This is an optimization exercise on Yosys and OpenROAD, whose aim is small area, a short achievable clock period and few clock cycles per item, not a production implementation.
Function was not checked in any run shown here: the RTL went through the layout flow alone.

**design.v**
```verilog
`default_nettype none
package fp_div_pkg;
    function automatic logic [7:0] add8(input logic [7:0] x, input logic [7:0] y);
        logic [7:0] g;
        logic [7:0] p;
        logic [7:0] h;
        g = x & y;
        p = x ^ y;
        h = p;
        for (int s = 1; s < 8; s = s * 2)
            for (int i = 7; i >= s; i--)
            begin
                g[i] = g[i] | (h[i] & g[i-s]);
                h[i] = h[i] & h[i-s];
            end
        add8 = p ^ {g[6:0], 1'b0};
    endfunction
    function automatic logic carry_out(input logic [23:0] g, input logic [23:0] p);
        logic [23:0] gt;
        logic [23:0] pt;
        gt = g;
        pt = p;
        for (int lvl = 0; lvl < 5; lvl++)
        begin
            for (int k = 0; k < 12; k++)
            begin
                if (2 * k + 1 < ((24 + (1 << lvl) - 1) >> lvl))
                begin
                    gt[k] = gt[2*k+1] | (pt[2*k+1] & gt[2*k]);
                    pt[k] = pt[2*k+1] & pt[2*k];
                end
                else if (2 * k < ((24 + (1 << lvl) - 1) >> lvl))
                begin
                    gt[k] = gt[2*k];
                    pt[k] = pt[2*k];
                end
            end
        end
        carry_out = gt[0];
    endfunction
    function automatic logic ge7(input logic [7:0] a, input logic [7:0] b);
        logic [7:0] ua;
        logic [7:0] ub;
        logic       c;
        ua = a ^ 8'h80;
        ub = b ^ 8'h80;
        c  = 1'b1;
        for (int i = 0; i < 8; i++)
            c = (ua[i] & ~ub[i]) | ((ua[i] | ~ub[i]) & c);
        ge7 = c;
    endfunction
    typedef logic [25-1:0] rem_t;
    typedef logic [13-1:0] dig_t;
    typedef logic signed [8+1:0] exp_t;
    function automatic logic [2:0] sel4(input logic signed [7:0] y, input logic [2:0] dh);
        logic signed [7:0] mn1;
        logic signed [7:0] m0;
        logic signed [7:0] m1;
        logic signed [7:0] m2;
        logic ge_n1;
        logic ge_0;
        logic ge_1;
        logic ge_2;
        case (dh)
            3'd0:       m2 = 8'sd24;
            3'd1:       m2 = 8'sd28;
            3'd2, 3'd3: m2 = 8'sd32;
            3'd4:       m2 = 8'sd36;
            3'd7:       m2 = 8'sd44;
            default:    m2 = 8'sd40;
        endcase
        m1  = dh[2] ? 8'sd12 : 8'sd8;
        m0  = ~m1;
        mn1 = ~m2;
        ge_n1 = ge7(y, mn1);
        ge_0  = ge7(y, m0);
        ge_1  = ge7(y, m1);
        ge_2  = ge7(y, m2);
        sel4 = {ge_1, (ge_1 & ~ge_2) | (ge_n1 & ~ge_0), ge_2 | ~ge_n1};
    endfunction
endpackage
`default_nettype wire
`default_nettype none
module fp_div_classify
(
    input  wire logic                        clk,
    input  wire logic                        reset,
    input  wire logic                        in_valid,
    input  wire logic [8+23:0] a,
    input  wire logic [8+23:0] b,
    output logic                             out_valid,
    output logic                             sign,
    output logic [8-1:0]             a_exp,
    output logic [8-1:0]             b_exp,
    output logic [25-1:0]             rem_s,
    output logic [7:0]                       est,
    output logic [23-1:0]             b_frac,
    output logic                             q1_is_two
);
    localparam int SIGN_BIT = 8 + 23;
    logic                 q1_two;
    logic [7:0]           est_one;
    logic [7:0]           est_two;
    always_comb
    begin
        case (b[23-1:23-3])
            3'd0:    q1_two = a[23-1];
            3'd1:    q1_two = a[23-1] & a[23-2];
            3'd2:    q1_two = &a[23-1:23-3];
            default: q1_two = 1'b0;
        endcase
    end
    assign est_one = fp_div_pkg::add8({2'b01, a[23-1:23-6]}, ~{2'b01, b[23-1:23-6]});
    assign est_two = fp_div_pkg::add8({2'b01, a[23-1:23-6]}, ~{1'b1, b[23-1:23-7]});
    always_ff @(posedge clk)
    begin
        if (reset)
            out_valid <= 1'b0;
        else
            out_valid <= in_valid;
    end
    always_ff @(posedge clk)
    begin
        sign   <= a[SIGN_BIT] ^ b[SIGN_BIT];
        a_exp  <= a[SIGN_BIT-1:23];
        b_exp  <= b[SIGN_BIT-1:23];
        rem_s  <= {2'b01, a[23-1:0]};
        est    <= q1_two ? est_two : est_one;
        b_frac <= b[23-1:0];
        q1_is_two <= q1_two;
    end
endmodule
`default_nettype wire
`default_nettype none
module fp_div_mant_stage
#(
    parameter int FIRST = 2,    
    parameter int NROWS = 2
)
(
    input  wire logic                   clk,
    input  wire logic                   reset,
    input  wire logic                   in_valid,
    input  wire logic                   in_sign,
    input  wire logic [8:0]     in_ecode,
    input  wire logic [23-1:0]   in_b_frac,
    input  wire logic [25-1:0]   in_s,
    input  wire logic [25-1:0]   in_c,
    input  wire logic [13-1:0] in_qs,
    input  wire logic [13-1:0] in_q1,
    input  wire logic [13-1:0] in_q2,
    input  wire logic [7:0]             in_est,    
    output logic                        out_valid,
    output logic                        out_sign,
    output logic [8:0]          out_ecode,
    output logic [23-1:0]        out_b_frac,
    output logic [25-1:0]        out_s,
    output logic [25-1:0]        out_c,
    output logic [13-1:0]   out_qs,
    output logic [13-1:0]   out_q1,
    output logic [13-1:0]   out_q2
);
    localparam int W = 25;
    localparam int PREV = (FIRST > 2) ? 13 + 1 - FIRST : 0;
    fp_div_pkg::rem_t d1;
    fp_div_pkg::rem_t d2;
    fp_div_pkg::rem_t s_n;
    fp_div_pkg::rem_t c_n;
    fp_div_pkg::rem_t s4;
    fp_div_pkg::rem_t c4;
    fp_div_pkg::rem_t x;
    fp_div_pkg::rem_t w1;
    logic             ce;
    fp_div_pkg::dig_t qs_n;
    fp_div_pkg::dig_t q1_n;
    fp_div_pkg::dig_t q2_n;
    logic [7:0] y;
    logic [2:0] q;
    assign d1 = {2'b01, in_b_frac};
    assign d2 = {1'b1, in_b_frac, 1'b0};
    always_comb
    begin
        s_n  = ~in_s;
        c_n  = ~in_c;
        if (FIRST == 2)
            s_n = in_s;
        if (FIRST > 2)
        begin
            s_n[0] = in_qs[PREV] ^ (in_q1[PREV] & in_b_frac[0]);
            s_n[1] = in_qs[PREV] ^ ((in_q1[PREV] & in_b_frac[1]) | (in_q2[PREV] & in_b_frac[0]));
            c_n[0] = in_qs[PREV];
        end
        qs_n = in_qs;
        q1_n = in_q1;
        q2_n = in_q2;
        for (int r = 0; r < NROWS; r++)
        begin
            if (FIRST + r == 2)
                y = in_est;
            else
                y = s_n[W-1:W-8] + c_n[W-1:W-8];
            q  = fp_div_pkg::sel4(y, in_b_frac[23-1:23-3]);
            if (FIRST + r == 2)
            begin
                w1 = s_n + c_n + fp_div_pkg::rem_t'(1);
                s4 = {w1[W-3:0], 2'b00};
                c4 = '0;
            end
            else
            begin
                s4 = {s_n[W-3:0], 2'b00};
                c4 = {c_n[W-3:0], 2'b00};
            end
            for (int i = 0; i < W; i++)
                x[i] = q[2] ^ ((q[1] & d1[i]) | (q[0] & d2[i]));
            c_n = '0;
            for (int i = 0; i < W; i += 2)
            begin
                s_n[i] = s4[i] ^ c4[i] ^ x[i];
                ce     = (s4[i] & c4[i]) | (s4[i] & x[i]) | (c4[i] & x[i]);
                if (i + 1 < W)
                begin
                    s_n[i+1] = s4[i+1] ^ x[i+1] ^ ce;
                    if (i + 2 < W)
                        c_n[i+2] = (s4[i+1] & x[i+1]) | (s4[i+1] & ce) | (x[i+1] & ce);
                end
            end
            c_n[0] = q[2];
            qs_n[13 - FIRST - r] = q[2];
            q1_n[13 - FIRST - r] = q[1];
            q2_n[13 - FIRST - r] = q[0];
        end
    end
    always_ff @(posedge clk)
    begin
        if (reset)
            out_valid <= 1'b0;
        else
            out_valid <= in_valid;
    end
    always_ff @(posedge clk)
    begin
        out_sign   <= in_sign;
        out_ecode  <= in_ecode;
        out_b_frac <= in_b_frac;
        out_s      <= ~s_n;
        out_c      <= ~c_n;
        out_qs     <= qs_n;
        out_q1     <= q1_n;
        out_q2     <= q2_n;
    end
endmodule
`default_nettype wire
`default_nettype none
module fp_div_pack
(
    input  wire logic                   clk,
    input  wire logic                   reset,
    input  wire logic                   in_valid,
    input  wire logic                   in_sign,
    input  wire logic [8:0]     in_ecode,
    input  wire logic [25-1:0]   in_s,    
    input  wire logic [25-1:0]   in_c,    
    input  wire logic [13-1:0] in_qs,
    input  wire logic [13-1:0] in_q1,
    input  wire logic [13-1:0] in_q2,
    output logic                        out_valid,
    output logic [8+23:0] result,
    output logic                        exception,
    output logic                        overflow,
    output logic                        underflow
);
    localparam int W = 25;
    localparam int QW = 2 * 13;
    logic [W-2:0]                 gg;
    logic [W-2:0]                 pp;
    logic                         cin_top;
    logic                         neg;
    logic [QW-1:0]                qpos;
    logic [QW-1:0]                qneg;
    logic [QW-1:0]                qsum;
    logic [25-1:0]        qall;
    logic [25-1:0]        quot;
    logic                         norm_hi;
    logic [23-1:0]         frac;
    logic                         special;
    logic [8-1:0]         ev;
    logic [8-1:0]         exp_res;
    logic                         exc;
    logic                         zero;
    logic                         ovf;
    logic                         unf;
    logic [8+23:0] result_next;
    always_comb
    begin
        gg = in_s[W-2:0] & in_c[W-2:0];
        pp = in_s[W-2:0] | in_c[W-2:0];
        gg[0] = pp[0];
        cin_top = fp_div_pkg::carry_out(gg, pp);
    end
    assign neg = ~(in_s[W-1] ^ in_c[W-1] ^ cin_top);
    always_comb
    begin
        for (int i = 0; i < 13; i++)
        begin
            qpos[2*i +: 2] = in_qs[i] ? {in_q2[i], in_q1[i]} : 2'b00;
            qneg[2*i +: 2] = in_qs[i] ? 2'b00 : {in_q2[i], in_q1[i]};
        end
        qpos[QW-1 -: 2] = {in_q2[13-1], ~in_q2[13-1]};
        qneg[QW-1 -: 2] = 2'b00;
    end
    assign qsum = qpos + ~qneg;
    always_comb
    begin
        qall[0] = 1'b1;
        for (int i = 1; i < 25; i++)
            qall[i] = qall[i-1] & qsum[i-1];
    end
    assign quot = qsum[25-1:0] ^ (qall & {25{~neg}});
    assign norm_hi = quot[25-1];
    assign frac    = norm_hi ? quot[25-2:1] : quot[25-3:0];
    assign special = in_ecode[8];
    assign ev      = in_ecode[8-1:0];
    assign exp_res = norm_hi ? ev + 8'(1) : ev;
    assign exc  = special & ev[1] & ev[0];
    assign zero = special & ev[1] & ~ev[0];
    assign ovf  = special ? (~ev[1] & ev[0])  : (norm_hi & (ev == 8'(255 - 1)));
    assign unf  = special ? (~ev[1] & ~ev[0]) : (~norm_hi & (ev == '0));
    always_comb
    begin
        if (exc)
            result_next = '1;
        else if (zero || unf)
            result_next = {in_sign, {(8 + 23){1'b0}}};
        else if (ovf)
            result_next = {in_sign, {8{1'b1}}, {23{1'b0}}};
        else
            result_next = {in_sign, exp_res, frac};
    end
    always_ff @(posedge clk)
    begin
        if (reset)
        begin
            out_valid <= 1'b0;
            exception <= 1'b0;
            overflow  <= 1'b0;
            underflow <= 1'b0;
        end
        else
        begin
            out_valid <= in_valid;
            exception <= in_valid && exc;
            overflow  <= in_valid && ovf;
            underflow <= in_valid && unf;
        end
    end
    always_ff @(posedge clk)
    begin
        result <= result_next;
    end
endmodule
`default_nettype wire
`default_nettype none
module fp_div_top
(
    input  wire logic                        clk,
    input  wire logic                        reset,
    input  wire logic                        in_valid,
    input  wire logic [8+23:0] a,
    input  wire logic [8+23:0] b,
    output logic                             out_valid,
    output logic [8+23:0]     result,
    output logic                             exception,
    output logic                             overflow,
    output logic                             underflow
);
    localparam int NST = 12;
    localparam int R   = 1;
    logic                  st_valid  [0:NST];
    logic                  st_sign   [0:NST];
    logic [8-1:0]  st_a_exp;
    logic [8-1:0]  st_b_exp;
    logic                  st_exc;
    logic                  st_zero;
    fp_div_pkg::exp_t      st_exp_lo;
    logic [8:0]    st_ecode  [0:NST];
    logic [23-1:0]  st_b_frac [0:NST];
    fp_div_pkg::rem_t      st_s      [0:NST];
    fp_div_pkg::rem_t      st_c      [0:NST];
    fp_div_pkg::dig_t      st_qs     [0:NST];
    fp_div_pkg::dig_t      st_q1     [0:NST];
    fp_div_pkg::dig_t      st_q2     [0:NST];
    logic                  q1_two;
    logic [7:0]            est;
    fp_div_classify u_classify
    (
        .clk       (clk),
        .reset     (reset),
        .in_valid  (in_valid),
        .a         (a),
        .b         (b),
        .out_valid (st_valid[0]),
        .sign      (st_sign[0]),
        .a_exp     (st_a_exp),
        .b_exp     (st_b_exp),
        .rem_s     (st_s[0]),
        .est       (est),
        .b_frac    (st_b_frac[0]),
        .q1_is_two (q1_two)
    );
    assign st_c[0]  = q1_two ? {1'b1, st_b_frac[0], 1'b0} : {2'b01, st_b_frac[0]};
    assign st_qs[0] = '0;
    assign st_q1[0] = '0;
    assign st_q2[0] = {q1_two, {(13-1){1'b0}}};
    assign st_exc    = (&st_a_exp) || (&st_b_exp) || (st_b_exp == '0);
    assign st_zero   = (st_a_exp == '0);
    assign st_exp_lo = fp_div_pkg::exp_t'({2'b00, st_a_exp}) - fp_div_pkg::exp_t'({2'b00, st_b_exp})
                       + fp_div_pkg::exp_t'(127 - 1);
    always_comb
    begin
        if (st_exc)
            st_ecode[0] = {1'b1, 8'(3)};
        else if (st_zero)
            st_ecode[0] = {1'b1, 8'(2)};
        else if (st_exp_lo >= fp_div_pkg::exp_t'(255))
            st_ecode[0] = {1'b1, 8'(1)};
        else if (st_exp_lo < fp_div_pkg::exp_t'(0))
            st_ecode[0] = {1'b1, 8'(0)};
        else
            st_ecode[0] = {1'b0, st_exp_lo[8-1:0]};
    end
    for (genvar i = 0; i < NST; i++)
    begin : g_div
        localparam int FIRST = 2 + i * R;
        localparam int NROWS = (13 + 1 - FIRST < R) ? 13 + 1 - FIRST : R;
        fp_div_mant_stage
        #(
            .FIRST (FIRST),
            .NROWS (NROWS)
        )
        u_stage
        (
            .clk        (clk),
            .reset      (reset),
            .in_valid   (st_valid[i]),
            .in_sign    (st_sign[i]),
            .in_ecode   (st_ecode[i]),
            .in_b_frac  (st_b_frac[i]),
            .in_s       (st_s[i]),
            .in_c       (st_c[i]),
            .in_qs      (st_qs[i]),
            .in_q1      (st_q1[i]),
            .in_q2      (st_q2[i]),
            .in_est     (est),
            .out_valid  (st_valid[i+1]),
            .out_sign   (st_sign[i+1]),
            .out_ecode  (st_ecode[i+1]),
            .out_b_frac (st_b_frac[i+1]),
            .out_s      (st_s[i+1]),
            .out_c      (st_c[i+1]),
            .out_qs     (st_qs[i+1]),
            .out_q1     (st_q1[i+1]),
            .out_q2     (st_q2[i+1])
        );
    end
    fp_div_pack u_pack
    (
        .clk       (clk),
        .reset     (reset),
        .in_valid  (st_valid[NST]),
        .in_sign   (st_sign[NST]),
        .in_ecode  (st_ecode[NST]),
        .in_s      (st_s[NST]),
        .in_c      (st_c[NST]),
        .in_qs     (st_qs[NST]),
        .in_q1     (st_q1[NST]),
        .in_q2     (st_q2[NST]),
        .out_valid (out_valid),
        .result    (result),
        .exception (exception),
        .overflow  (overflow),
        .underflow (underflow)
    );
endmodule
`default_nettype wire
```
**flow/run.sh**
```bash
#!/bin/bash
# Standard synthesis, then the standard layout with repair_timing aiming for
# extra setup slack (the SDC and the clock period are unchanged), and the
# smallest buffer on each port.
set -euo pipefail
bash standard.sh synth > synth.log 2>&1
bash standard.sh SETUP_SLACK_MARGIN=10.9 "BUFFER_PORTS_ARGS=-buffer_cell sky130_fd_sc_hd__buf_1" finish > layout.log 2>&1
```
**standard.sh**
```bash
#!/bin/bash
# synth_recipe.tcl (not shown) runs the flow's synth.tcl, then flattens the netlist and writes it again
# the make line also repeats each setting of config.mk as NAME=value (left out here)
make -C /OpenROAD-flow-scripts/flow DESIGN_CONFIG=/design/flow/config.mk WORK_HOME=/design/flow/orfs CLKGATE_MAP_FILE= SYNTH_SCRIPT=/design/flow/synth_recipe.tcl "${@:-finish}"
```
**config.mk**
```make
export PLATFORM = sky130hd
export DESIGN_NAME = fp_div_top
export DESIGN_NICKNAME = fp_div_top
export VERILOG_FILES = /design/flow/design.v
export SDC_FILE = /design/flow/constraint.sdc
export NUM_CORES = 4
export LEC_CHECK = 0
export CAP_MARGIN = 20
export CORE_MARGIN = 2
export CORE_UTILIZATION = 40
export CTS_CLUSTER_DIAMETER = 150
export CTS_CLUSTER_SIZE = 26
export SLEW_MARGIN = 20
```
**constraint.sdc**
```tcl
create_clock -name core_clock -period 15.0 [get_ports {clk}]
set_input_delay 3.0000 -clock core_clock [delete_from_list [all_inputs] [get_ports {clk}]]
set_output_delay 3.0000 -clock core_clock [all_outputs]
set_load 0.01 [all_outputs]
```
==> impl.org, run 1 <==
** Yosys
- In the synthesized netlist the async set-or-reset flop fraction comes to 0%.
- Synthesis inferred 1,151 register bits.
- The most used flip-flop cell after synthesis is dfxtp_1.
- By area the synthesized netlist is led by dfxtp_1 54%, fa_1 11%, xnor2_1 8.1%.
- Counting flops with a built-in enable in the synthesized netlist gives 0.
- Dividing the synthesized area by the synthesized cell count gives 11.7 um^2.
- The largest total area in the synthesized netlist belongs to dfxtp_1.
- Post-synthesis instance area :: about 43,000 um^2
- Total nets after synthesis :: 4,051
- Summing the sequential cell areas from Yosys gives a little over half of the chip area.
- Of the post-synthesis cell area, the dominant cell type holds 54.0%.
- Count of synthesis-stage warnings from yosys :: 41
- After synthesis, the netlist uses 88 different library cells.
- Gate count after technology mapping :: 3,635
- After synthesis, the most frequently instantiated cells are 1,151 x dfxtp_1, 395 x xnor2_1, 265 x a22oi_1.
- In the post-synthesis netlist, the cell with the most instances is dfxtp_1.

** Placement
- Timing analysis after detailed placement gives a worst setup slack of 10.10 ns.
- Number of port buffers :: 102
- Detailed placement ended at an HPWL of 54,800 um.
- The congestion estimate from routability-driven global placement came to roughly 0.8.

** Global routing
- Number of global-route vias before repair :: roughly 25k
- Global routing used 13.3% of the available tracks across all layers.
- The initial antenna violation count came to 0.
- The first global-routing pass estimated 122,000 um of wire.
- Final global-route overflow total :: 0
- Entering global routing, the biggest net connects 27 pins.

** Timing
- Hold Vio Cnt, Final :: 0
- The worst path uses between 20% and 30% of the clock period.
- Setup repair after global routing missed its margin :: yes
- Worst max-slew margin expressed relative to the limit :: 38.8%
- Based on the critical path, the design can be clocked at up to 241 MHz.
- Slew at the pin with the worst max-slew slack :: 0.909 ns
- The count of pins over their slew limit was 0.
- Final critical-path setup slack :: 10.86 ns
- Post-route minimum period :: ~4.1 ns
- Final setup skew :: 0.0227 ns
- Setup-failing EPs final :: 0
- Setup total negative slack on the finished layout was measured at 0 ns.

** Critical path
- The critical path is of the flop to output port type.
- In this design, the largest share of critical-path delay is due to flip-flops.
- The number of buffers and inverters on the critical path is 1.
- In this run the worst path has a maximum fanout of 1.
- Nature of the critical path endpoint :: output port
- The worst setup path is launched from a flop.
- Critical path, cell by cell :: buf_6
- For this run, the slowest stage of the critical path takes 0.38 ns.
- Data arrives at the worst endpoint at 1.14 ns.
- For this design, the slowest cell found on the critical path is dfxtp_4.
- For the worst setup path, the data required time is 12.00 ns.

** Clocking
- Depth of the CTS H-tree :: 2
- Maximum count of clock buffers along a single path :: 3
- Clock sink count :: 1,151
- CTS root buffer :: clkbuf_16
- Counting the buffers created by CTS gives 50.
- For this design, the CTS-stage hold fixing added 0 buffers.
- Reg clk slew, reported paths :: 0.10 ns
- At the later pin of the worst-skew pair, clock insertion delay measures 0.64 ns.
- Clock tree from TritonCTS :: built

** Detailed routing
- Dividing the detail-routed via count by the number of cells gives 4.84.
- Residual DRC :: 0
- The routed layout has 24.9k vias.
- Post-Route WL :: 75,000 um
- Initial DRT Pass Iterations :: 6
- Routed length per placed instance :: 14.6 um
- Number of nets with antenna violations after routing :: 0
- In this run, the number of DRC markers left after iteration 0 of detailed routing was 1,208.

** Die
- Floorplan die height :: 331 um
- The die is 331 um wide.
- The floorplan step defined a die boundary enclosing 109,000 um^2.
- The core region is 106,000 um^2.
- Count of boundary I/O pins :: 103
- Starting density of the core :: 40.5%
- The floorplan has 119 rows.

** Cells and area
- Of the cells placed in the final design, the portion with a size suffix greater than 1 is 8.50%.
- Layout filler cell count :: 9,745
- Relative to the synthesized area, the layout overhead comes to 10.6%.
- Register area :: between 20,000 and 25,000 um^2
- Net count, final :: roughly 4.2k
- The multi-input combinational cells in the finished layout cover a total of 19,000 um^2.
- ANT cells :: 0

** Job
- Across the run, the number of max-cap violations was 0.

** Outcome
- The flow ran to the end and the layout has no timing, DRC or antenna violations.

** Min path
- Hold Crit Class :: flop to flop
metal layers:
layer	wire, um	part of all wire (%)	GRT usage (%)
met2	36600	49	23.4
met1	34600	46	17.5
met4	1520	2.0	3.22
met5	0	0	0
met3	2200	2.9	1.49
registers in the layout, summed over array words and instances (netlist names), 8 cells and up:
register	flops
g_div.u_stage.out_b_frac	253
u_classify.a_exp	8
g_div.u_stage.out_sign	12
g_div.u_stage.out_qs	78
g_div.u_stage.out_valid	12
g_div.u_stage.out_s	278
g_div.u_stage.out_q1	78
g_div.u_stage.out_c	133
g_div.u_stage.out_q2	90
u_classify.b_frac	23
g_div.u_stage.out_ecode	108
u_pack.result	32
u_classify.rem_s	23
u_classify.b_exp	8
u_classify.est	8
final timing paths:
check / slack [ns] / start / to / cells past startpoint
worst max register to register: 11.02 / g_div[11].u_stage.out_q1[1] / u_pack.result[19] / 12
worst min register to register: 0.31 / g_div[10].u_stage.out_ecode[4] / g_div[11].u_stage.out_ecode[4] / 0
worst min-delay path: 0.31 / g_div[10].u_stage.out_ecode[4] / g_div[11].u_stage.out_ecode[4] / 0
worst max-delay path: 10.86 / u_pack.result[16] / result[16] / 1
layout make-up:
type                            count  share of cell area [%]
Sequential cell                  1151                    48.9
Multi-Input combinational cell   2124                    40.2
Tap cell                         1391                    3.68
Clock buffer                       51                    2.70
Timing Repair Buffer              160                    2.35
Inverter                          254                    2.06
Clock inverter                      3                   0.103
timing repair:
action / CTS / global route
gates resized for setup: 129 / 99
gates cloned: 1 / 6
endpoints found under the setup margin: 283 / 285
pin swaps: 3 / 27
buffers inserted: 2 / 27
through the flow:
step / cells / cell area, um^2 / hold WS, ns / utilization [%]
final: 5134 / 47200 / 0.313 / 44.7
after global routing: 5134 / 47200 / 0.328 / 44.7
after CTS: 5101 / 46400 / 0.321 / 44.0
after detailed placement: 5044 / 44700 / 0.312 / 42.3
after global placement: 5043 / 44700 / 0.310 / 42.3
after floorplan: 3635 / 42800 / 0.310 / -
cells by family after synthesis:
group / share of synthesized area, %
AO/OA/AOI/OAI: 11.5
adder cells (fa/ha/maj): 14.8
AND/OR/NAND/NOR: 6.02
multiplexers: 0.993
XOR/XNOR: 9.47
flip-flops: 54.0
buffers and inverters: 3.30
placed cells by master, fill, tap and decap left out, drive strengths merged, types with 6 or more instances in the layout:
cell type  instances
ha               114
o21bai            14
inv              256
o31ai             20
nor2             185
nor3b             28
clkbuf            53
buf              158
a21o              15
nor4              11
mux2i             39
nand2            106
nor3              30
a21oi            132
o21a              16
a21boi             6
or3               10
fa               235
nand4             19
a211oi             7
xnor2            396
o41ai              7
xor2              65
a31oi             31
and3               8
or2               14
nand2b            19
o21ai            127
dfxtp           1151
a22oi            265
nor2b             44
o211ai            15
maj3              17
nand3             37
o22ai             10
==> run 2: changes to the inputs <==
--- a/flow/run.sh
+++ b/flow/run.sh
@@ -6,2 +6,2 @@
 bash standard.sh synth > synth.log 2>&1
-bash standard.sh SETUP_SLACK_MARGIN=10.9 "BUFFER_PORTS_ARGS=-buffer_cell sky130_fd_sc_hd__buf_1" finish > layout.log 2>&1
+bash standard.sh SETUP_SLACK_MARGIN=10.7 "BUFFER_PORTS_ARGS=-buffer_cell sky130_fd_sc_hd__buf_1" finish > layout.log 2>&1
==> run 2 against run 1 <==
  * Routed wire length shrank 4.8%
  * Critical path depth unchanged
  * Setup slack got worse by 0.061 ns
  * Global-route usage down 0.17 points
  * Flip-flop and latch count unchanged
  * Die area unchanged
  * Synthesized cell count is the same
  * Critical path type unchanged
==> impl.org, run 2 <==
** Cells and area
- Final non-filler cell total :: 5,102 (-0.62%)
- Most common library cell in the layout ignoring fill and taps :: dfxtp_1
- In the final layout, the registers with the most flip-flops are g_div.u_stage.out_s x278, g_div.u_stage.out_b_frac x253, g_div.u_stage.out_c x133.
- The area growth from synthesis to layout is 8.28%.
- In the layout the commonest cells are 1,148 x dfxtp_1, 389 x xnor2_1, 265 x a22oi_1, 251 x inv_1, 234 x fa_1.
- The final core utilization is 43.8% (-0.94 points).
- Reg with most FFs :: g_div.u_stage.out_s
- The total number of nets in the final design is 4,124 (-0.79%).
- Number of flip-flops in the largest register :: 278 (unchanged)
- The share of post-route cells with drive strength above 1 was 4.37% (-4.1 points).

** Yosys
- Total nets after synthesis :: 4,051 (unchanged)
- Largest cells by area after synthesis :: dfxtp_1 54%, fa_1 11%, xnor2_1 8.1%
- Post-synthesis instance area :: 42,700 um^2 (unchanged)
- Synth area leader :: dfxtp_1
- Gate count after technology mapping :: 3,635 (unchanged)
- Yosys instantiated no cell more often than dfxtp_1.
- The number of distinct library cells after synthesis came to 88 (unchanged).
- Count of synthesis-stage warnings from yosys :: 41 (unchanged)
- Number of storage elements in the synthesis netlist :: 1,151 (unchanged)
- The register area share after synthesis was 54.0% (unchanged).
- The async set or reset register ratio after synthesis came to 0% (unchanged).
- EDFF count, synth :: 0 (unchanged)
- The mean post-synth cell area was 11.7 um^2 (unchanged).
- The most used flip-flop cell after synthesis is dfxtp_1.
- The share of Yosys cell area claimed by the top area cell type is 54.0% (unchanged).
- Most numerous cell types in the synthesized netlist :: 1,151 x dfxtp_1, 395 x xnor2_1, 265 x a22oi_1

** Outcome
- Status :: no timing/DRC/antenna violations

** Timing
- The setup clock skew after layout came to 0.0226 ns (-0.000146 ns).
- The final critical delay including setup and external delays is 4.20 ns (+0.0613 ns).
- The worst hold margin came to 0.313 ns (+0.000214 ns).
- Slew at the pin with the worst max-slew slack :: 0.935 ns (+0.0261 ns)
- Number of pins exceeding their max-slew limit in the final report :: 0 (unchanged)
- Hold Vio Cnt, Final :: 0 (unchanged)
- The worst slew slack as a fraction of its limit is 37.7% (-1.1 points).
- The setup TNS came to 0 ns (unchanged).
- The final setup violation count came to 0 (unchanged).
- Setup repair after global routing could not meet its margin everywhere.
- Ratio of final minimum period to clock period :: 28.0% (+0.41 points)
- Highest achievable clock rate :: 238 MHz (-1.5%)

** Die
- The total die area was 109,000 um^2 (unchanged).
- The chip height was 331 um (unchanged).
- Starting density of the core :: 40.5% (unchanged)
- Die Width :: 331 um (unchanged)
- Core region area :: 106,000 um^2 (unchanged)
- The number of top-level pins is 103 (unchanged).
- Number of standard-cell rows in the floorplan :: 119 (unchanged)

** Critical path
- Critical Path Source Type :: flop
- The buffer and inverter count on the worst path is 1 (unchanged).
- The critical path is of the flop to output port type.
- Crit path DAT :: 1.20 ns (+0.06 ns)
- Critical path, cell by cell :: buf_1
- Required time at the endpoint of the critical path :: 12.00 ns (about the same)
- The slowest stage of the critical path belongs to the cell dfxtp_2.
- The biggest fanout along the worst timing path came to 1 (unchanged).
- Nature of the critical path endpoint :: output port
- Origin of the worst setup path :: u_pack.result[15]
- Crit-path max cell delay :: 0.39 ns (about the same)
- Source of the worst register-to-register timing path :: g_div[11].u_stage.out_q1[1]
- Dominant delay contributor by cell family on the critical path :: flip-flops

** Detailed routing
- Post-Route WL :: 71,300 um (-4.8%)
- The via density per instance was 4.78 (-1.2%).
- The DRC violation count after routing was 0 (unchanged).
- The number of iterations in the first detailed-routing pass is 5 (-1).
- Number of DRC markers after the initial detailed-route iteration :: 1,183 (-2.1%)
- The total via count after detailed routing was 24.4k (-1.8%).
- Routed length per placed instance :: 14.0 um (-4.2%)
- Number of nets with antenna violations after routing :: 0 (unchanged)

** Global routing
- First-pass GRT wire length :: 120,000 um (-1.6%)
- Final global-route overflow total :: 0 (unchanged)
- Largest net degree at the start of global routing :: 27 (unchanged)
- The global router's overall resource usage came to 13.1% (-0.17 points).
- The initial antenna violation count came to 0 (unchanged).
- The number of global-route vias before repair came to 24.4k (-2.1%).

** Min path
- The path class of the tightest hold or removal check is flop to flop.
- Launch point of the worst hold path :: g_div[3].u_stage.out_q2[12]

** Placement
- The number of instances in the placed design came to 5,043 (-0.020%).
- Half-perimeter wire length of the detailed placement result :: 54,300 um (-0.84%)
- Number of port buffers :: 102 (unchanged)
- Placer's final routability congestion estimate :: 0.829 (+2.1%)

** Clocking
- The number of buffers added by the clock tree synthesis step was 50 (unchanged).
- Worst-Skew Late Latency :: 0.65 ns (about the same)
- Maximum count of clock buffers along a single path :: 3 (unchanged)
- Depth of the CTS H-tree :: 2 (unchanged)
- The TritonCTS sink count is 1,151 (unchanged).
- Reg clk slew, reported paths :: 0.10 ns (about the same)
- CTS root buffer :: clkbuf_16
- Hold bufs inserted after CTS :: 0 (unchanged)
- TritonCTS built the clock tree.

** Job
- Max-Cap Viols :: 0 (unchanged)
run 2: changes by cell type in the layout (fill, tap and decap cells not counted), sizes merged:
cell and delta:
clkbuf -1, diode +1, nand2 -2, nor2 -1, inv -1, a22o -1
buf -28, a32o -1, clkinvlp +2
run 2: repair_timing:
| item | CTS | global route |
|---|---|---|
| endpoints found under the setup margin | 160 | 226 |
| pin swaps | 1 | 3 |
| gates resized for setup | 17 | 42 |
| setup buffers | 0 | 3 |
| cloned | 1 | 0 |
run 2: cell type report:
class | count | area (um^2)
Tap cell | 1391 | 1740
Multi-Input combinational cell | 2119 | 18600
Fill cell | 9742 | 59300
Sequential cell | 1151 | 23000
Timing Repair Buffer | 132 | 631
Inverter | 254 | 961
Antenna cell | 1 | 2.50
Clock inverter | 4 | 53.8
Clock buffer | 50 | 1250
run 2: kinds of logic after synthesis:
kind of cell / after synthesis / synth area share, %
muxes: 42 / 0.993
buffers and inverters: 366 / 3.30
and+or+nand+nor: 525 / 6.02
xor gates and xnor gates: 461 / 9.47
DFF: 1151 / 54.0
AOI/OAI and AO/OA: 724 / 11.5
adders and majority gates: 366 / 14.8
run 2: path summary, 6_finish.rpt:
path	end	slack [ns]	depth (start not counted)
worst min register to register	g_div[4].u_stage.out_q2[12]	0.31	0
worst min-delay path	g_div[4].u_stage.out_q2[12]	0.31	0
worst max-delay path	result[15]	10.80	1
worst max register to register	u_pack.result[10]	10.84	12
run 2: stage by stage:
step	cell area (um^2)	setup slack [ns]
after floorplan	42700	10.70
after global placement	44600	10.31
after detailed placement	44600	10.13
after CTS	46000	10.67
after global routing	46200	10.63
final	46200	10.80
run 2: per-layer routing:
| layer | wire length, um | global-route usage, % |
|---|---|---|
| met1 | 33800 | 17.1 |
| met5 | 0 | 0 |
| met4 | 1300 | 3.38 |
| met3 | 1910 | 1.61 |
| met2 | 34300 | 23.0 |
==> run 3: changes to the inputs <==
--- a/flow/run.sh
+++ b/flow/run.sh
@@ -6,2 +6,2 @@
 bash standard.sh synth > synth.log 2>&1
-bash standard.sh SETUP_SLACK_MARGIN=10.7 "BUFFER_PORTS_ARGS=-buffer_cell sky130_fd_sc_hd__buf_1" finish > layout.log 2>&1
+bash standard.sh SETUP_SLACK_MARGIN=10.8 "CTS_ARGS=-sink_clustering_enable -repair_clock_nets -sink_clustering_size 26 -sink_clustering_max_diameter 150 -num_static_layers 1" "BUFFER_PORTS_ARGS=-buffer_cell sky130_fd_sc_hd__buf_1" finish > layout.log 2>&1
==> run 3 against run 2 <==
  * Still clean
  * Clock skew grew 0.010 ns
  * Worst hold slack got worse by 0.0015 ns
  * Design area rose by 0.55%
  * Critical path type unchanged
  * Critical endpoint is now result[16]
  * Highest routed layer unchanged
==> impl.org, run 3 <==
** Critical path
- The buffer and inverter count on the worst path was 1 (unchanged).
- Highest net fanout along the worst path :: 1 (unchanged)
- The worst register-to-register path begins at g_div[11].u_stage.out_q1[1].
- Crit path DAT :: 1.15 ns (-0.05 ns)
- The worst register-to-register path ends at u_pack.result[0].
- Critical path, cell by cell :: buf_6
- The worst setup path is launched from a flop.
- The number of cells on the worst reg-to-reg path is 12 (unchanged).
- Nature of the critical path endpoint :: output port
- The kind of cell with the highest combined delay along the critical path is flip-flops.
- The worst path required time was 12.00 ns (about the same).
- Worst setup slack for register-to-register paths :: 10.93 ns (+0.09 ns)
- Critical Path Slowest Stage Cell :: dfxtp_4
- Crit-path max cell delay :: 0.39 ns (about the same)
- The critical path is of the flop to output port type.

** Yosys
- Synth Area per Inst :: 11.7 um^2 (unchanged)
- Number of storage elements in the synthesis netlist :: 1,151 (unchanged)
- By instance count, the leading cell after synthesis is dfxtp_1.
- The synthesized netlist net count is 4,051 (unchanged).
- Sequential fraction of the synthesis area :: 54.0% (unchanged)
- The synthesized area came to 42,700 um^2 (unchanged).
- The count of synthesis-stage warnings from yosys is 41 (unchanged).
- The share of Yosys cell area claimed by the top area cell type is 54.0% (unchanged).
- EDFF count, synth :: 0 (unchanged)
- Distinct cell type count after synthesis :: 88 (unchanged)
- The async set or reset register ratio after synthesis came to 0% (unchanged).
- In the synthesized netlist the dominant register cell turns out to be dfxtp_1.
- Yosys attributes the largest share of cell area to dfxtp_1 54%, fa_1 11%, xnor2_1 8.1%.
- The instance count of the mapped netlist is 3,635 (unchanged).
- The biggest area contributor in the post-synthesis netlist is dfxtp_1.
- Ranked by instance count, the synthesized netlist is headed by 1,151 x dfxtp_1, 395 x xnor2_1, 265 x a22oi_1.

** Cells and area
- The share of post-route cells with drive strength above 1 was 6.06% (+1.7 points).
- Most common library cell in the layout ignoring fill and taps :: dfxtp_1
- The total number of nets in the final design came to 4,127 (+0.073%).
- ANT cells :: 0 (-1)
- Compared with the post-synthesis result, the final layout area differs by 8.87%.
- g_div.u_stage.out_s holds more flip-flops than any other register.
- Top library cells by usage in the layout, fill and taps aside :: 1,130 x dfxtp_1, 388 x xnor2_1, 265 x a22oi_1, 250 x inv_1, 233 x fa_1
- Biggest regs :: g_div.u_stage.out_s x278, g_div.u_stage.out_b_frac x253, g_div.u_stage.out_c x133
- The count of filler cells inserted in the layout came to 9,736 (-0.062%).
- Number of flip-flops in the largest register :: 278 (unchanged)

** Clocking
- Worst-Skew Late Latency :: 0.65 ns (about the same)
- The count of H-tree levels built during CTS was 2 (unchanged).
- Clock tree from TritonCTS :: built
- The number of buffers added by the clock tree synthesis step came to 50 (unchanged).
- Maximum count of clock buffers along a single path :: 3 (unchanged)
- Clock sink count :: 1,151 (unchanged)
- The cell sitting at the root of the clock tree is a clkbuf_16.
- Reg clk slew, reported paths :: 0.10 ns (about the same)

** Placement
- Placer's final routability congestion estimate :: 0.826 (-0.31%)
- The number of buffers inserted by port buffering is 102 (unchanged).
- The detailed-placement wirelength estimate came to 54,800 um (+0.84%).
- The setup slack after placement was 10.19 ns (+0.0609 ns).

** Timing
- Setup repair after global routing missed its margin :: yes
- Final critical-path setup slack :: 10.85 ns (+0.0545 ns)
- The final critical delay including setup and external delays is 4.15 ns (-0.0545 ns).
- The final setup violation count came to 0 (unchanged).
- Worst max-slew margin expressed relative to the limit :: 42.1% (+4.5 points)
- The setup TNS came to 0 ns (unchanged).
- Highest achievable clock rate :: 241 MHz (+1.3%)
- Number of pins exceeding their max-slew limit in the final report :: 0 (unchanged)
- Ratio of final minimum period to clock period :: 27.7% (-0.36 points)
- Hold Vio Cnt, Final :: 0 (unchanged)
- Final setup skew :: 0.0331 ns (+0.0105 ns)
- The slew at the pin closest to its max-slew limit was 0.868 ns (-0.0669 ns).

** Die
- The cell row count was 119 (unchanged).
- The overall die width is 331 um (unchanged).
- Die Footprint :: 109,000 um^2 (unchanged)
- The number of top-level pins came to 103 (unchanged).
- Starting density of the core :: 40.5% (unchanged)
- The chip height came to 331 um (unchanged).
- Core region area :: 106,000 um^2 (unchanged)

** Global routing
- The number of global-route vias before repair is 24.7k (+1.1%).
- First-pass GRT wire length :: 121,000 um (+0.69%)
- The maximum number of pins on one net before global-route repair is 27 (unchanged).
- The total global routing overflow came to 0 (unchanged).
- Antenna violations before repair :: 0 (unchanged)
- The global router's overall resource usage was 13.2% (+0.060 points).

** Job
- Max-Cap Viols :: 0 (unchanged)

** Detailed routing
- Number of nets with antenna violations after routing :: 0 (unchanged)
- The total via count after detailed routing was 24.5k (+0.30%).
- Post-Route WL :: 72,500 um (+1.7%)
- Initial DRT Pass Iterations :: 5 (unchanged)
- The via density per instance was 4.79 (+0.26%).
- The routed wire length per instance is 14.2 um (+1.7%).
- Residual DRC :: 0 (unchanged)
- The initial detailed-routing violation count is 1,274 (+7.7%).

** Min path
- The number of cells traversed by the worst hold path was 0 (unchanged).
- Launch point of the worst hold path :: g_div[0].u_stage.out_q2[12]
- Hold Crit Class :: flop to flop
- For hold timing, the worst endpoint is g_div[1].u_stage.out_q2[12].

** Outcome
- Status :: no timing/DRC/antenna violations
==> run 3: through the flow <==
| stage | instances | cell area (um^2) | utilization, % | hold slack [ns] |
|---|---|---|---|---|
| 3_3_place_gp | 5043 | 44700 | 42.3 | 0.310 |
| 6_report | 5104 | 46500 | 44.0 | 0.312 |
| 3_5_place_dp | 5044 | 44700 | 42.3 | 0.312 |
| 2_1_floorplan | 3635 | 42800 | - | 0.310 |
| 4_1_cts | 5101 | 46200 | 43.7 | 0.312 |
| 5_1_grt | 5104 | 46500 | 44.0 | 0.309 |
==> run 3: cell type report <==
type	count	area, um^2	area share (%)
Clock inverter	4	100	0.215
Sequential cell	1151	23100	49.6
Clock buffer	50	1250	2.69
Tap cell	1391	1740	3.74
Inverter	254	971	2.09
Multi-Input combinational cell	2121	18600	40.1
Timing Repair Buffer	133	719	1.55
==> run 3: worst max path at each step <==
stage                                   end                        start  depth (start not counted)
after floorplan           u_classify.est[6]                        b[17]                         10
after global placement    u_classify.est[6]                        b[17]                         11
after detailed placement  u_pack.result[10]  g_div[11].u_stage.out_c[20]                         12
after CTS                        result[16]            u_pack.result[16]                          1
after global routing      u_pack.result[10]  g_div[11].u_stage.out_q1[1]                         12
final                            result[16]            u_pack.result[16]                          1
==> run 3: cells by family after synthesis <==
family	after synthesis	share of synthesized area, %
flip-flops	1151	54.0
AO/OA/AOI/OAI	724	11.5
AND/OR/NAND/NOR	525	6.02
XOR/XNOR	461	9.47
buffers and inverters	366	3.30
adder cells (fa/ha/maj)	366	14.8
multiplexers	42	0.993
==> run 3: routing by layer <==
layer,up-vias,global-route usage (%),part of all wire [%]
met1,11700,17.1,47
met3,88,1.59,2.7
li1,12300,-,-
met5,-,0,0
met2,310,23.4,49
met4,0,2.97,1.8
==> run 3: timing repair <==
action,CTS,global route
cloned,1,2
resized for setup,67,61
endpoints found under the setup margin,205,274
hold buffers,0,0
setup buffers,2,1
pin swaps,2,8
==> run 4: changes to the inputs <==
==> flow/run.sh (replaced) <==
#!/bin/bash
# Standard synthesis, then the standard layout with repair_timing aiming for
# extra setup slack (the SDC and the clock period are unchanged), and the
# smallest buffer on each port.
set -euo pipefail
bash standard.sh synth > synth.log 2>&1
bash standard.sh SETUP_SLACK_MARGIN=10.8 "BUFFER_PORTS_ARGS=-buffer_cell sky130_fd_sc_hd__buf_1" finish > layout.log 2>&1
--- a/config.mk
+++ b/config.mk
@@ -10,4 +10,4 @@
 export CORE_UTILIZATION = 40
-export CTS_CLUSTER_DIAMETER = 150
-export CTS_CLUSTER_SIZE = 26
+export CTS_CLUSTER_DIAMETER = 160
+export CTS_CLUSTER_SIZE = 30
 export SLEW_MARGIN = 20
==> run 4 against run 3 <==
  * Still clean
  * Non-clock buffer count unchanged
  * Final cell count down 0.12%
  * Maximum frequency down 0.17%
  * Critical path depth unchanged
==> impl.org, run 4 <==
** Outcome
- The flow ran to the end and the layout has no timing, DRC or antenna violations.

** Timing
- The highest clock frequency the design can meet came to 241 MHz (-0.17%).
- Setup tns final :: 0 ns (unchanged)
- The final setup violation count was 0 (unchanged).
- Ratio of final minimum period to clock period :: 27.7% (+0.047 points)
- The slew at the pin closest to its max-slew limit was 0.873 ns (+0.00541 ns).
- The setup clock skew after layout is 0.0360 ns (+0.00294 ns).
- The count of endpoints failing hold in the final timing report was 0 (unchanged).
- Setup repair after global routing missed its margin :: yes
- The final critical delay including setup and external delays is 4.15 ns (+0.00700 ns).
- The count of pins over their slew limit is 0 (unchanged).
- Worst max-slew margin expressed relative to the limit :: 41.8% (-0.36 points)

** Critical path
- The buffer and inverter count on the worst path is 1 (unchanged).
- The worst path required time came to 12.00 ns (about the same).
- Origin of the worst setup path :: u_pack.result[15]
- Source of the worst register-to-register timing path :: g_div[11].u_stage.out_q1[1]
- Nature of the critical path endpoint :: output port
- The stage delay of the slowest cell on the critical path came to 0.38 ns (about the same).
- Among cell families on the critical path, the largest total delay comes from flip-flops.
- Highest net fanout along the worst path :: 1 (unchanged)
- Walking the worst path, the cells encountered are buf_6.
- The data arrival at the endpoint of the critical path is 1.15 ns (about the same).
- The worst setup path is launched from a flop.
- Critical Path Slowest Stage Cell :: dfxtp_2
- The setup path with the least slack is of type flop to output port.

** Yosys
- Post-synthesis instance area :: 42,700 um^2 (unchanged)
- Largest cells by area after synthesis :: dfxtp_1 54%, fa_1 11%, xnor2_1 8.1%
- EDFF count, synth :: 0 (unchanged)
- By count the netlist is led by 1,151 x dfxtp_1, 395 x xnor2_1, 265 x a22oi_1.
- Sequential fraction of the synthesis area :: 54.0% (unchanged)
- The largest total area in the synthesized netlist belongs to dfxtp_1.
- Most used DFF post-synth :: dfxtp_1
- The synthesized netlist net count is 4,051 (unchanged).
- Distinct cell type count after synthesis :: 88 (unchanged)
- Number of storage elements in the synthesis netlist :: 1,151 (unchanged)
- Count of synthesis-stage warnings from yosys :: 41 (unchanged)
- Synth Area per Inst :: 11.7 um^2 (unchanged)
- Cell with the most instances after synthesis :: dfxtp_1
- The instance count of the mapped netlist is 3,635 (unchanged).
- Share of synthesized registers carrying an async set or reset :: 0% (unchanged)
- Portion of synthesized cell area occupied by the leading cell type :: 54.0% (unchanged)

** Cells and area
- Most common library cell in the layout ignoring fill and taps :: dfxtp_1
- The count of antenna diodes in the layout is 0 (unchanged).
- Ratio of cells with drive above 1 in the final layout :: 5.83% (-0.23 points)
- In the final layout, the registers with the most flip-flops are g_div.u_stage.out_s x278, g_div.u_stage.out_b_frac x253, g_div.u_stage.out_c x133.
- Net count, final :: 4,121 (-0.15%)
- Layout Area Growth over Synthesis :: 8.49%
- The count of filler cells inserted in the layout was 9,785 (+0.50%).
- Area of the multi-input gates :: 18,600 um^2 (about the same)
- Number of flip-flops in the largest register :: 278 (unchanged)
- The number of standard cells in the final layout excluding fillers came to 5,098 (-0.12%).
- Leaving out fill and tap cells, the most frequent cells in the layout are 1,131 x dfxtp_1, 389 x xnor2_1, 265 x a22oi_1, 250 x inv_1, 233 x fa_1.
- Counting flops per register, the top entry is g_div.u_stage.out_s.
- Register area :: 23,100 um^2 (about the same)

** Global routing
- The maximum number of pins on one net before global-route repair was 31 (+15%).
- The initial antenna violation count came to 0 (unchanged).
- First-pass GRT wire length :: 121,000 um (-0.13%)
- The global router's overall resource usage came to 13.2% (-0.023 points).
- Number of global-route vias before repair :: 24.7k (+0.032%)
- The total global routing overflow was 0 (unchanged).

** Die
- The chip height is 331 um (unchanged).
- The area of the placeable core is 106,000 um^2 (unchanged).
- Starting density of the core :: 40.5% (unchanged)
- Number of standard-cell rows in the floorplan :: 119 (unchanged)
- Die Footprint :: 109,000 um^2 (unchanged)
- Count of boundary I/O pins :: 103 (unchanged)
- The overall die width was 331 um (unchanged).

** Clocking
- Number of buffers created by CTS :: 44 (-12%)
- The worst-skew pair later-pin latency came to 0.66 ns (about the same).
- Clock sink count :: 1,151 (unchanged)
- CTS placed an instance of clkbuf_16 at the clock tree root.
- The count of H-tree levels built during CTS came to 2 (unchanged).
- Reg clk slew, reported paths :: 0.11 ns (about the same)
- The cts-stage hold buffer count was 0 (unchanged).
- Clock tree from TritonCTS :: built
- Maximum count of clock buffers along a single path :: 3 (unchanged)

** Placement
- Number of port buffers :: 102 (unchanged)
- Placer's final routability congestion estimate :: 0.826 (unchanged)
- The detailed-placement wirelength estimate is 54,800 um (unchanged).
- The number of instances in the placed design is 5,044 (unchanged).

** Detailed routing
- Total vias in the final route :: 24.5k (-0.041%)
- The routed wire length per instance came to 14.2 um (about the same).
- Initial DRT Pass Iterations :: 5 (unchanged)
- The detailed-route wire length is 72,500 um (about the same).
- The remaining antenna violation count is 0 (unchanged).
- The initial detailed-routing violation count was 1,293 (+1.5%).
- Residual DRC :: 0 (unchanged)
- Via-per-instance ratio :: 4.80 (about the same)

** Job
- Max-Cap Viols :: 0 (unchanged)

** Min path
- The worst hold path belongs to the class flop to flop.
- Launch point of the worst hold path :: g_div[5].u_stage.out_q2[7]
[run 4: what timing repair did]
| action | in CTS | in global routing |
|---|---|---|
| buffers inserted | 2 | 1 |
| endpoints found under the setup margin | 205 | 270 |
| resized for setup | 69 | 57 |
| pin swaps | 2 | 7 |
| cloned | 1 | 2 |
[run 4: cell type report]
| cell class | count | share of cell area (%) |
|---|---|---|
| flip-flops and latches | 1151 | 49.8 |
| multi-input cells | 2121 | 40.2 |
| well taps | 1391 | 3.76 |
| clock buffers | 44 | 2.38 |
| inverters | 254 | 2.10 |
| repair buffers | 133 | 1.57 |
| clock inverters | 4 | 0.194 |
[run 4: layer usage]
layer	vias up	track usage, %	part of all wire [%]
li1	12300	-	-
met1	11700	17.0	47
met2	299	23.6	49
met3	78	1.56	2.7
met4	0	2.93	1.8
met5	-	0	0
[run 4: cells by family after synthesis]
family / share of synthesized area [%]
adders and majority gates: 14.8
muxes: 0.993
xor gates and xnor gates: 9.47
DFF: 54.0
buffers and inverters: 3.30
and+or+nand+nor: 6.02
AOI/OAI and AO/OA: 11.5
[run 4: worst paths after layout]
path,end,slack (ns),cells past startpoint
setup / recovery,result[15],10.85,1
hold / removal,g_div[6].u_stage.out_q2[7],0.31,0
setup reg to reg,u_pack.result[24],10.92,11
hold reg to reg,g_div[6].u_stage.out_q2[7],0.31,0
[run 4: metrics by stage]
step / area (um^2) / util, % / setup slack [ns] / hold WS (ns)
finish: 46300 / 43.9 / 10.85 / 0.307
CTS: 46000 / 43.6 / 10.79 / 0.307
global placement: 44700 / 42.3 / 10.29 / 0.310
detailed placement: 44700 / 42.3 / 10.19 / 0.312
global route: 46300 / 43.9 / 10.71 / 0.311
floorplan: 42800 / - / 10.73 / 0.310

-- afterwards: timing with drivers on the ports --
The flow's constraints put no driver on any port. The routed layouts listed below were extracted and timed again, unchanged, in two steps.
Step 1 (the two cells are an assumption about what drives the block):
set clk [get_ports {clk}]
set_driving_cell -lib_cell sky130_fd_sc_hd__clkbuf_16 $clk
set_driving_cell -lib_cell sky130_fd_sc_hd__buf_2 [delete_from_list [all_inputs] $clk]
Step 2, shift: input delay + t, output delay - t, t = (earliest + latest rising clock arrival at the registers) / 2. This alone moves slack from input paths to output paths.
a / b / c = ideal ports / drivers / drivers and shift; a / b = the first two.
| run | t (ns) | setup slack, ns | worst slew at a driven data input, ns |
|---|---|---|---|
| run 1 | 0.694 | 10.859 / 10.791 / 10.375 | 0.05 |
| run 2 | 0.702 | 10.798 / 10.728 / 10.347 | 0.05 |
| run 3 | 0.703 | 10.852 / 10.782 / 10.298 | 0.05 |
| run 4 | 0.701 | 10.845 / 10.777 / 10.383 | 0.05 |
After both steps every run listed still meets setup and hold. The setup slack of run 3, which loses most, moves by -0.070 ns with the drivers and by -0.554 ns with both steps.
